What follows belongs to an exercise in optimizing a design on an open flow for small area and a short achievable clock period; a production flow would make more cautious choices.
Only simulation tests tie the RTL to the original design; equivalence was not proved.
Power figures rest on the tool's default switching activity, not on a simulated workload.

### flow/design.v
package apb_pkg;
    typedef enum logic {
        IDLE   = 1'b0,
        ACCESS = 1'b1
    } state_t;
    localparam int unsigned DATA_W          = 32;
    localparam int unsigned ADDR_W          = 8;
    localparam int unsigned WAIT_W          = 4;
    localparam int unsigned PROT_CNT_W      = 8;
    localparam int unsigned WAIT_CFG_OFFSET = 2;
    localparam int unsigned ID_OFFSET       = 1;
    localparam logic [DATA_W-1:0] ID_VALUE_DEFAULT = 32'hA5B0_0001;
endpackage
module apb_wait_ctr
(
    input  logic              apb_clk,
    input  logic              sys_reset,
    input  logic              load,
    input  logic [apb_pkg::WAIT_W-1:0] load_val,
    input  logic              dec,
    output logic              zero_c
);
    logic [apb_pkg::WAIT_W-1:0] cnt;
    always_ff @(posedge apb_clk or negedge sys_reset) begin
        if (!sys_reset) begin
            cnt <= '0;
        end else if (load) begin
            cnt <= load_val;
        end else if (dec && cnt != '0) begin
            cnt <= cnt - apb_pkg::WAIT_W'(1);
        end
    end
    assign zero_c = (cnt == '0);
endmodule
module apb_regbank_slave
#(
    parameter int unsigned       NUM_REGS     = 32,
    parameter logic [apb_pkg::DATA_W-1:0] ID_VALUE     = apb_pkg::ID_VALUE_DEFAULT,
    parameter int unsigned       WAIT_DEFAULT = 0
) (
    input  logic                  apb_clk,
    input  logic                  sys_reset,
    input  logic                  apb_selx,
    input  logic                  apb_en,
    input  logic                  apb_write,
    input  logic [apb_pkg::ADDR_W-1:0]     apb_addr,
    input  logic [apb_pkg::DATA_W-1:0]     apb_wdata,
    output logic [apb_pkg::DATA_W-1:0]     apb_rdata,
    output logic                  apb_ready,
    output logic                  apb_slverr,
    output logic [apb_pkg::PROT_CNT_W-1:0] prot_err_cnt
);
    localparam int unsigned WAIT_IDX = NUM_REGS - apb_pkg::WAIT_CFG_OFFSET;
    localparam int unsigned ID_IDX   = NUM_REGS - apb_pkg::ID_OFFSET;
    localparam int unsigned GP_REGS  = NUM_REGS - 2;
    apb_pkg::state_t              state, state_next;
    logic [apb_pkg::ADDR_W-1:0]   cap_addr;
    logic                cap_write;
    logic [apb_pkg::DATA_W-1:0]   cap_wdata;
    logic [apb_pkg::WAIT_W-1:0]   wait_cfg;
    logic [apb_pkg::DATA_W-1:0]   regs [GP_REGS];
    logic [apb_pkg::DATA_W-1:0]   rd_val;
    logic                wait_load, wait_dec, wait_zero;
    logic                ready_c, addr_err, commit;
    always_ff @(posedge apb_clk or negedge sys_reset) begin
        if (!sys_reset) state <= apb_pkg::IDLE;
        else            state <= state_next;
    end
    always_comb begin
        state_next = state;
        wait_load  = 1'b0;
        wait_dec   = 1'b0;
        ready_c    = 1'b0;
        case (state)
            apb_pkg::IDLE: begin
                if (apb_selx && !apb_en) begin
                    state_next = apb_pkg::ACCESS;
                    wait_load  = 1'b1;
                end
            end
            apb_pkg::ACCESS: begin
                if (!apb_selx) begin
                    state_next = apb_pkg::IDLE;
                end else if (apb_en) begin
                    if (wait_zero) begin
                        ready_c    = 1'b1;
                        state_next = apb_pkg::IDLE;
                    end else begin
                        wait_dec = 1'b1;
                    end
                end
            end
            default: state_next = apb_pkg::IDLE;
        endcase
    end
    apb_wait_ctr u_wait_ctr (
        .apb_clk   (apb_clk),
        .sys_reset (sys_reset),
        .load      (wait_load),
        .load_val  (wait_cfg),
        .dec       (wait_dec),
        .zero_c    (wait_zero)
    );
    always_ff @(posedge apb_clk or negedge sys_reset) begin
        if (!sys_reset) begin
            cap_addr  <= '0;
            cap_write <= 1'b0;
            cap_wdata <= '0;
        end else if (wait_load) begin
            cap_addr  <= apb_addr;
            cap_write <= apb_write;
            cap_wdata <= apb_wdata;
        end
    end
    assign addr_err = (32'(cap_addr) >= NUM_REGS) || (cap_write && 32'(cap_addr) == ID_IDX);
    assign commit   = ready_c && cap_write && !addr_err;
    always_ff @(posedge apb_clk or negedge sys_reset) begin
        if (!sys_reset) begin
            for (int i = 0; i < GP_REGS; i++) regs[i] <= '0;
            wait_cfg <= apb_pkg::WAIT_W'(WAIT_DEFAULT);
        end else if (commit) begin
            for (int i = 0; i < GP_REGS; i++) begin
                if (32'(cap_addr) == 32'(i)) regs[i] <= cap_wdata;
            end
            if (32'(cap_addr) == WAIT_IDX) wait_cfg <= cap_wdata[apb_pkg::WAIT_W-1:0];
        end
    end
    always_comb begin
        rd_val = '0;
        if (32'(cap_addr) == ID_IDX) begin
            rd_val = ID_VALUE;
        end else if (32'(cap_addr) == WAIT_IDX) begin
            rd_val = apb_pkg::DATA_W'(wait_cfg);
        end else begin
            for (int i = 0; i < GP_REGS; i++) begin
                if (32'(cap_addr) == 32'(i)) rd_val = regs[i];
            end
        end
    end
    assign apb_ready  = ready_c;
    assign apb_slverr = ready_c && addr_err;
    assign apb_rdata  = (ready_c && !addr_err) ? rd_val : '0;
    logic                  violation_c;
    logic [apb_pkg::PROT_CNT_W-1:0] err_cnt;
    always_comb begin
        violation_c = 1'b0;
        if (state == apb_pkg::IDLE && apb_selx && apb_en) violation_c = 1'b1;
        if (state == apb_pkg::ACCESS && !apb_selx) violation_c = 1'b1;
        if (state == apb_pkg::ACCESS && apb_selx && (apb_write != cap_write || apb_addr != cap_addr))
            violation_c = 1'b1;
    end
    always_ff @(posedge apb_clk or negedge sys_reset) begin
        if (!sys_reset) begin
            err_cnt <= '0;
        end else if (violation_c && err_cnt != '1) begin
            err_cnt <= err_cnt + apb_pkg::PROT_CNT_W'(1);
        end
    end
    assign prot_err_cnt = err_cnt;
endmodule
### flow/run.sh
#!/bin/bash
# synth_recipe.tcl (not shown) runs the flow's synth.tcl, then flattens the netlist and writes it again
# the make line also repeats each setting of config.mk as NAME=value (left out here)
make -C /OpenROAD-flow-scripts/flow DESIGN_CONFIG=/design/flow/config.mk WORK_HOME=/design/flow/orfs CLKGATE_MAP_FILE= SYNTH_SCRIPT=/design/flow/synth_recipe.tcl finish
### flow/config.mk
export PLATFORM = sky130hd
export DESIGN_NAME = apb_regbank_slave
export DESIGN_NICKNAME = apb_regbank_slave
export VERILOG_FILES = /design/flow/design.v
export SDC_FILE = /design/flow/constraint.sdc
export NUM_CORES = 4
export LEC_CHECK = 0
export CAP_MARGIN = 20
export CORE_MARGIN = 2
export CORE_UTILIZATION = 40
export SETUP_SLACK_MARGIN = 0.5
export SLEW_MARGIN = 20
### flow/constraint.sdc
create_clock -name core_clock -period 5.5 [get_ports {apb_clk}]
set_input_delay 1.1000 -clock core_clock [delete_from_list [all_inputs] [get_ports {apb_clk}]]
set_output_delay 1.1000 -clock core_clock [all_outputs]
set_load 0.01 [all_outputs]
==> summary.txt <==
registers in the layout, indices dropped and copies added, names as in the netlist:
signal and flops:
cap_write 1, err_cnt 8, regs 960, u_wait_ctr.cnt 4
wait_cfg 4, cap_wdata 32, state 1, cap_addr 8
area by class of cell:
| type | instances | area, µm² | share of cell area (%) |
|---|---|---|---|
| tap | 1536 | 1920 | 3.41 |
| timing repair buffer | 399 | 4130 | 7.34 |
| sequential | 1018 | 25500 | 45.2 |
| clock inverter | 37 | 450 | 0.799 |
| multi-input combinational | 2292 | 21000 | 37.3 |
| antenna | 2 | 5.00 | 0.00888 |
| inverter | 23 | 88.8 | 0.158 |
| clock buffer | 165 | 3260 | 5.79 |
repair_timing:
action	4_1_cts	5_1_grt
setup buffers	47	10
gates cloned	4	1
endpoints found under the hold margin	0	0
endpoints found under the setup margin	33	20
gates resized for setup	158	54
hold buffers	0	0
pin swaps	35	25
cells in the final DEF (no fill, tap or decap), types with 57 or more instances in the layout:
cell type                   synthesis  layout
sky130_fd_sc_hd__nand2_1          157     132
sky130_fd_sc_hd__dfrtp_1         1018    1004
sky130_fd_sc_hd__clkbuf_16          0     112
sky130_fd_sc_hd__o21ai_0          154     144
sky130_fd_sc_hd__nor2_1           113      93
sky130_fd_sc_hd__mux4_2            57      57
sky130_fd_sc_hd__a21oi_1          128     121
sky130_fd_sc_hd__mux2_2          1007    1007
sky130_fd_sc_hd__buf_4              2     225
sky130_fd_sc_hd__a22oi_1           73      72
report_power, final:
part           internal, W  switching [W]  leakage (nW)
combinational     0.000748        0.00143          10.9
clock              0.00450        0.00318          1.83
sequential         0.00758       0.000493          14.0
total               0.0128        0.00510          26.7
critical path, delay by kind of cell (launching register included):
| kind | cells | cell delay (ps) |
|---|---|---|
| AND/OR/NAND/NOR | 4 | 1540 |
| buffers and inverters | 3 | 610 |
| AO/OA/AOI/OAI | 3 | 630 |
| flip-flops | 1 | 470 |
cells by family after synthesis:
family | Yosys count | synth area share [%]
compound gates | 677 | 9.62
buf+inv | 376 | 3.44
simple gates | 467 | 4.69
mux | 1129 | 28.1
flops | 1018 | 53.8
fa+ha+maj | 3 | 0.0793
xor+xnor | 16 | 0.296
how the worst max path moves through the flow:
stage,from,end,slack [ps],depth (start not counted)
global placement,apb_en,apb_rdata[26],-50,10
floorplan,apb_en,apb_rdata[15],1850,8
detailed placement,apb_en,apb_rdata[29],-60,10
global route,cap_addr[7],apb_rdata[29],360,10
CTS,cap_addr[6],apb_rdata[24],360,11
finish,cap_addr[7],apb_rdata[29],450,10
per-stage QoR:
stage	hold slack, ps	power, W	std cells	setup TNS (ps)	worst slack [ps]
4_1_cts	464	0.0179	5459	0	362
2_1_floorplan	450	0.00896	3686	0	1850
3_3_place_gp	460	0.0101	5206	-105	-51.6
5_1_grt	503	0.0184	5470	0	364
3_5_place_dp	468	0.0101	5206	-85.8	-58.4
6_report	450	0.0179	5472	0	446
synthesized netlist by cell type, drive strengths merged, types with 6 or more instances:
master	number
and2	7
o32ai	6
mux4	57
mux2	1031
a2111oi	10
nor3	49
nor2b	16
nor4	7
o2111ai	8
a211o	10
nand3	54
nand2	157
nand2b	7
a211oi	26
mux2i	41
o221ai	29
buf	187
and3	13
xor2	11
a221oi	33
a221o	11
nor2	120
or2	6
a22o	8
a21oi	128
o22ai	47
a32oi	8
or3	6
nand4	13
inv	23
clkbuf	166
o21a	7
a31oi	25
o211ai	21
a22oi	73
dfrtp	1018
o31ai	9
a21o	11
a222oi	11
o21ai	155
o2bb2ai	8
routing by layer:
layer / wire length, µm / part of all wire, %
met4: 9450 / 5.4
met3: 16800 / 9.6
met2: 76500 / 44
met5: 39 / 0.022
met1: 71200 / 41
==> flow_summary.html <==
<table>
<tr><th>Metric</th><th>Value</th></tr>
<tr><th colspan="2">Clocking</th></tr>
<tr><td>CTS Sinks</td><td>1,018</td></tr>
<tr><td>Cts bufs inserted</td><td>110</td></tr>
<tr><td>Library cell used as clock root buffer</td><td>sky130_fd_sc_hd__clkbuf_16</td></tr>
<tr><td>TritonCTS clock tree</td><td>built</td></tr>
<tr><td>H-tree level count</td><td>3</td></tr>
<tr><td>Number of buffers on the longest clock path</td><td>3</td></tr>
<tr><td>Clock-pin slew on the worst setup and hold paths</td><td>60 ps</td></tr>
<tr><td>Clock insertion delay at the later pin of the skew report</td><td>710 ps</td></tr>
<tr><th colspan="2">Layout</th></tr>
<tr><td>Final-stage net count</td><td>3,892</td></tr>
<tr><td>Fillcell total</td><td>10,400</td></tr>
<tr><td>Growth of design area from synthesis to finish</td><td>19.0%</td></tr>
<tr><td>Area of all placed cells without fillers</td><td>56,400 µm²</td></tr>
<tr><td>Fraction of layout instances using a drive strength above 1</td><td>43.7%</td></tr>
<tr><td>Final core area utilization</td><td>47.9%</td></tr>
<tr><th colspan="2">Setup path</th></tr>
<tr><td>Worst reg-to-reg path cell count</td><td>9</td></tr>
<tr><td>Terminus of the critical flop-to-flop path</td><td>regs[18][28]</td></tr>
<tr><td>Start of the worst register-to-register path</td><td>cap_addr[7]</td></tr>
<tr><td>Cell mode on critical path</td><td>sky130_fd_sc_hd__buf_4</td></tr>
<tr><td>R2R Setup Slk</td><td>1350 ps</td></tr>
<tr><td>Endpoint type of the worst setup path</td><td>output pin</td></tr>
<tr><td>Library cell contributing the largest single delay on the critical path</td><td>sky130_fd_sc_hd__or4b_4</td></tr>
<tr><td>Crit path required time</td><td>4400 ps</td></tr>
<tr><td>Sort of element at the start of the critical path</td><td>flip-flop</td></tr>
<tr><td>Delay of the slowest cell on the worst path</td><td>680 ps</td></tr>
<tr><td>Worst path cell trace</td><td>or4b_4 -&gt; buf_4 -&gt; nor2_2 -&gt; nand2_1 -&gt; o211ai_1 -&gt; a21oi_1 -&gt; nor4_2 -&gt; a221oi_4 -&gt; buf_4 -&gt; clkdlybuf4s15_1</td></tr>
<tr><td>Top fanout value on the critical path</td><td>7</td></tr>
<tr><td>Arrival time of the worst setup path</td><td>3950 ps</td></tr>
<tr><td>Classification of the worst setup path</td><td>flip-flop to output pin</td></tr>
<tr><th colspan="2">Synth</th></tr>
<tr><td>Register bit total from synthesis</td><td>1,018</td></tr>
<tr><td>Area of the mapped netlist</td><td>47,400 µm²</td></tr>
<tr><td>Mean Syn Cell Area</td><td>12.8 µm²</td></tr>
<tr><td>Most used flip-flop cell after synthesis</td><td>sky130_fd_sc_hd__dfrtp_1</td></tr>
<tr><td>Count of unique library cells instantiated by Yosys</td><td>77</td></tr>
<tr><td>Post-synth net total</td><td>3,734</td></tr>
<tr><td>Area share of the largest cell type after synthesis</td><td>53.8%</td></tr>
<tr><td>Main area contributors after synthesis</td><td>sky130_fd_sc_hd__dfrtp_1 (54%), sky130_fd_sc_hd__mux2_2 (24%), sky130_fd_sc_hd__mux4_2 (2.7%), sky130_fd_sc_hd__buf_2 (1.7%), sky130_fd_sc_hd__o21ai_0 (1.6%)</td></tr>
<tr><td>Async set or reset register ratio after synthesis</td><td>100%</td></tr>
<tr><td>Share of synthesized area occupied by flip-flops and latches</td><td>53.8%</td></tr>
<tr><td>Count of flip-flops with a built-in enable after synthesis</td><td>0</td></tr>
<tr><td>Warning count from the yosys run</td><td>3</td></tr>
<tr><td>Cells after Synth</td><td>3,686</td></tr>
<tr><td>Dominant cell type by area after synthesis</td><td>sky130_fd_sc_hd__dfrtp_1</td></tr>
<tr><th colspan="2">Timing</th></tr>
<tr><td>Number of pins with negative max-slew slack in the final report</td><td>0</td></tr>
<tr><td>Highest clock rate</td><td>0.198 GHz</td></tr>
<tr><td>Max-slew headroom</td><td>21.9%</td></tr>
<tr><td>Final Cycle Share</td><td>91.9%</td></tr>
<tr><td>RSZ-0062 raised after global routing</td><td>true</td></tr>
<tr><td>Clock tree skew after final layout</td><td>21.1 ps</td></tr>
<tr><td>Final Hold Violating Endpoints</td><td>0</td></tr>
<tr><td>Worst slew pin tran</td><td>1170 ps</td></tr>
<tr><td>Final Critical Period</td><td>5050 ps</td></tr>
<tr><td>Total setup violations reported at the end of the flow</td><td>0</td></tr>
<tr><th colspan="2">Global routing</th></tr>
<tr><td>Vias in the first global route</td><td>34,100</td></tr>
<tr><td>Overflow left after global routing</td><td>0</td></tr>
<tr><td>Largest net degree at the start of global routing</td><td>132</td></tr>
<tr><td>Initial antenna violation count</td><td>6</td></tr>
<tr><td>Most Crowded Layer GR</td><td>met2</td></tr>
<tr><td>Met1 track demand over resource in global routing</td><td>38.8%</td></tr>
<tr><td>Wire length of the first global-routing pass</td><td>250 mm</td></tr>
<tr><td>Overall fraction of global-route tracks in use</td><td>28.4%</td></tr>
<tr><td>GR Layer Usage met3</td><td>6.50%</td></tr>
<tr><td>Met2 demand-to-capacity share in global routing</td><td>42.9%</td></tr>
<tr><th colspan="2">Routing</th></tr>
<tr><td>DR DRC count</td><td>0</td></tr>
<tr><td>Detailed-router iteration count before antenna repair</td><td>9</td></tr>
<tr><td>Routed length per instance</td><td>31.8 µm</td></tr>
<tr><td>Final WL</td><td>174 mm</td></tr>
<tr><td>Count of nets left with antenna violations after detail routing</td><td>0</td></tr>
<tr><td>Detailed-route vias per instance</td><td>6.32</td></tr>
<tr><td>DRT iter0 DRCs</td><td>3,992</td></tr>
<tr><td>Vias</td><td>34,600</td></tr>
<tr><th colspan="2">Hold path</th></tr>
<tr><td>Path class of the lowest-slack min-delay path</td><td>primary input to asynchronous set/reset pin</td></tr>
<tr><th colspan="2">Placed design</th></tr>
<tr><td>Placed wire-length estimate</td><td>108 mm</td></tr>
<tr><td>Weighted congestion at the end of routability-driven global placement</td><td>0.910</td></tr>
<tr><td>Placed cell areas</td><td>51,200 µm²</td></tr>
<tr><td>IO buf count</td><td>86</td></tr>
<tr><th colspan="2">Floorplanning</th></tr>
<tr><td>Die outline width</td><td>348 µm</td></tr>
<tr><td>Number of rows in the core area</td><td>126</td></tr>
<tr><td>Starting density of the core</td><td>40.2%</td></tr>
<tr><td>Overall die area</td><td>121,000 µm²</td></tr>
<tr><td>Placeable core region</td><td>118,000 µm²</td></tr>
<tr><td>Die Y</td><td>348 µm</td></tr>
<tr><td>I/O pin cnt</td><td>87</td></tr>
<tr><th colspan="2">Power and ir drop</th></tr>
<tr><td>Maximum vdd drop</td><td>0.265 mV</td></tr>
<tr><td>Pwr Density</td><td>318 nW/µm²</td></tr>
<tr><td>Leak Pwr</td><td>26.7 nW</td></tr>
<tr><th colspan="2">Outcome</th></tr>
<tr><td>Outcome</td><td>no timing/DRC/antenna violations</td></tr>
<tr><th colspan="2">Flow run</th></tr>
<tr><td>Maxcap violations</td><td>0</td></tr>
</table>

==> re-timing with driven ports <==
In the flow no input, the clock included, has a driving cell. The finished layout below was timed again as built, in two steps.
Step 1, drivers: a clkbuf_16 drives apb_clk and a buf_2 each remaining input, both assumed.
Step 2 moves the port delays by t, midway between the first and last clock arrival at a register: inputs arrive t later, outputs are due t later. That takes back most of the time a late clock gives input paths.
Slacks: ideal / step 1 / step 2; pairs: ideal / step 1.
t, ns: 0.772
setup WS [ns]: 0.446 / 0.372 / 0.680
worst data-port slew with drivers (ns): 0.05
After both steps setup and hold are still met in this run. For this run, drivers alone change the setup slack by -0.074 ns; drivers and shift together by +0.234 ns.
